Source: an optimization exercise on an open RTL-to-GDS flow (aim: small area). Production flows keep margins and buffers that such runs may drop.
Only simulation tests tie the RTL to the original design; equivalence was not proved.
Power and IR drop assume default switching activity.

Design operand_fetch, start of the top module:
module operand_fetch
(
  input  logic          clk,
  input  logic          rst_n,
  input  logic          in_valid,
  output logic          in_ready,
  input  logic [operand_fetch_pkg::AW-1:0] rs,
  input  logic [operand_fetch_pkg::AW-1:0] rt,
  input  logic [operand_fetch_pkg::AW-1:0] dest,
  input  logic [15:0]   imm16,
  input  logic          alusrc,
  input  logic [2:0]    ctrl,
  input  logic          flush,
  input  logic          wb_en,
  input  logic [operand_fetch_pkg::AW-1:0] wb_addr,
  input  logic [operand_fetch_pkg::DW-1:0] wb_data,
  output logic          out_valid,
  input  logic          out_ready,
  output logic [operand_fetch_pkg::DW-1:0] out_a,
  output logic [operand_fetch_pkg::DW-1:0] out_b,
  output logic [2:0]    out_ctrl,
  output logic [operand_fetch_pkg::AW-1:0] out_dest
);
  logic [operand_fetch_pkg::DW-1:0] rd_a, rd_b;
  logic          load;
  operand_fetch_pkg::operand_t      out_q;
  logic          out_valid_q;
  assign in_ready = !out_valid_q || out_ready;
  assign load     = in_valid && in_ready;
  operand_fetch_reg_file u_reg_file (
    .clk          (clk),
    .rst_n        (rst_n),
    .rd_a_en      (load),
    .rd_a_addr    (rs),
  ...
Size in the first run: ~150 I/O pins, about 0.040 mm2 of cells after synthesis.
export LEC_CHECK = 0
export CAP_MARGIN = 20
export CORE_MARGIN = 2
export CORE_UTILIZATION = 50
export SLEW_MARGIN = 20
export SYNTH_HIERARCHICAL = 1
create_clock -name core_clock -period 5.0 [get_ports {clk}]
standard.sh (not shown) runs the stock make flow with config.mk's settings and CLKGATE_MAP_FILE= SYNTH_SCRIPT=/design/flow/synth_recipe.tcl, a recipe that flattens the netlist after the stock synthesis.
==> flow/flow/run.sh <==
#!/bin/bash
set -o pipefail
export BUFFER_PORTS_ARGS="-buffer_cell sky130_fd_sc_hd__buf_1"
export CTS_ARGS="-sink_clustering_enable -repair_clock_nets -dont_use_dummy_load -buf_list sky130_fd_sc_hd__clkbuf_8 -sink_clustering_size 16 -sink_clustering_max_diameter 70"
bash standard.sh > standard.log 2>&1
Next try:
==> flow/flow/run.sh (replaced) <==
#!/bin/bash
set -o pipefail
export BUFFER_PORTS_ARGS="-buffer_cell sky130_fd_sc_hd__buf_1"
export CTS_ARGS="-sink_clustering_enable -repair_clock_nets -dont_use_dummy_load -buf_list sky130_fd_sc_hd__clkbuf_8 -sink_clustering_size 14 -sink_clustering_max_diameter 70"
bash standard.sh > standard.log 2>&1
Settings changed: CORE_UTILIZATION 50 to 62.
Outcome: Final cell count drops by 4.4%. Sequential power barely changes. Wire length shrinks by about 3.2%. Utilization came out higher by 13 points. Design area came out lower by 0.94%. Flip-flop and latch count stays the same. Hold slack improved by 0.023 ns. Combinational power goes down by about 2%. Sequential share of layout area goes up by 0.46 points. Synthesized cell count does not change. Power rises by about 0.66%.

========
Another version of the RTL of operand_fetch (not shown whole).
For scale: about 3,200 cells after synthesis, about 1,100 flip-flops, ~150 I/O pins, roughly 40,000 µm² of cells after synthesis.
==> flow/config.mk <==
export PLATFORM = sky130hd
export DESIGN_NAME = operand_fetch
export DESIGN_NICKNAME = operand_fetch
export VERILOG_FILES = /design/flow/design.v
export SDC_FILE = /design/flow/constraint.sdc
export NUM_CORES = 4
export LEC_CHECK = 0
export CAP_MARGIN = 20
export CORE_MARGIN = 2
export CORE_UTILIZATION = 40
export SLEW_MARGIN = 20
export SYNTH_HIERARCHICAL = 1
==> flow/constraint.sdc <==
create_clock -name core_clock -period 5.0 [get_ports {clk}]
set_input_delay 1.0000 -clock core_clock [delete_from_list [all_inputs] [get_ports {clk}]]
set_output_delay 1.0000 -clock core_clock [all_outputs]
set_load 0.01 [all_outputs]
run.sh (not shown) runs the stock make flow with config.mk's settings and CLKGATE_MAP_FILE= SYNTH_SCRIPT=/design/flow/synth_recipe.tcl, a recipe that flattens the netlist after the stock synthesis.
Stock flow here: none of the scripts above is used.
==> next run, changes <==
==> flow/flow/run.sh (new file) <==
#!/bin/bash
set -o pipefail
export BUFFER_PORTS_ARGS="-buffer_cell sky130_fd_sc_hd__buf_1"
export CTS_ARGS="-sink_clustering_enable -repair_clock_nets -dont_use_dummy_load -buf_list sky130_fd_sc_hd__clkbuf_8 -sink_clustering_size 16 -sink_clustering_max_diameter 50"
bash standard.sh > standard.log 2>&1
==> flow/standard.sh (new file) <==
#!/bin/bash
# synth_recipe.tcl (not shown) runs the flow's synth.tcl, then flattens the netlist and writes it again
# the make line also repeats each setting of config.mk as NAME=value (left out here)
make -C /OpenROAD-flow-scripts/flow DESIGN_CONFIG=/design/flow/config.mk WORK_HOME=/design/flow/orfs CLKGATE_MAP_FILE= SYNTH_SCRIPT=/design/flow/synth_recipe.tcl "${@:-finish}"
removed: flow/run.sh
Result: Sequential share of layout area went up by 3.4 points. Utilization went down by 3.7 points. Combinational power went down by about 9%. Clock-buffer cell count went down by 43.

separate check: timing with driven ports:
The flow's constraints put no driver on any port. The routed layouts listed below were extracted and timed again, unchanged, in two steps. Step 1 sets driving cells, clkbuf_16 on the clock port and buf_2 on the other inputs (assumed; they add their load-dependent delay and slew). Step 2 times the ports against the registers' clock, not the clock port: input delays grow and output delays shrink by t, the midpoint of the rising clock arrivals with the driver on. Slacks: no drivers / after step 1 / after step 2; pairs: no drivers / after step 1.
| run | t, ns | setup WS [ns] | latest minus earliest clock arrival (ns) | slew at the worst register clock pin (ns) | pins driven straight from the clock port |
|---|---|---|---|---|---|
| the first run of note 1 | 0.780 | 1.488 / 1.531 / 0.751 | 0.061 / 0.061 | 0.11 / 0.11 | 1 |
| the second run of note 1 | 0.791 | 1.543 / 1.580 / 0.789 | 0.059 / 0.060 | 0.10 / 0.10 | 1 |
| the first run of note 2 | 0.753 | 0.868 / 0.911 / 0.158 | 0.034 / 0.034 | 0.07 / 0.07 | 1 |
| the second run of note 2 | 0.831 | 1.424 / 1.458 / 0.627 | 0.105 / 0.104 | 0.10 / 0.10 | 1 |
After both steps setup and hold are still met in every run listed. The setup slack of the second run of note 2, which loses most, moves by +0.034 ns with the drivers and by -0.797 ns with both steps.
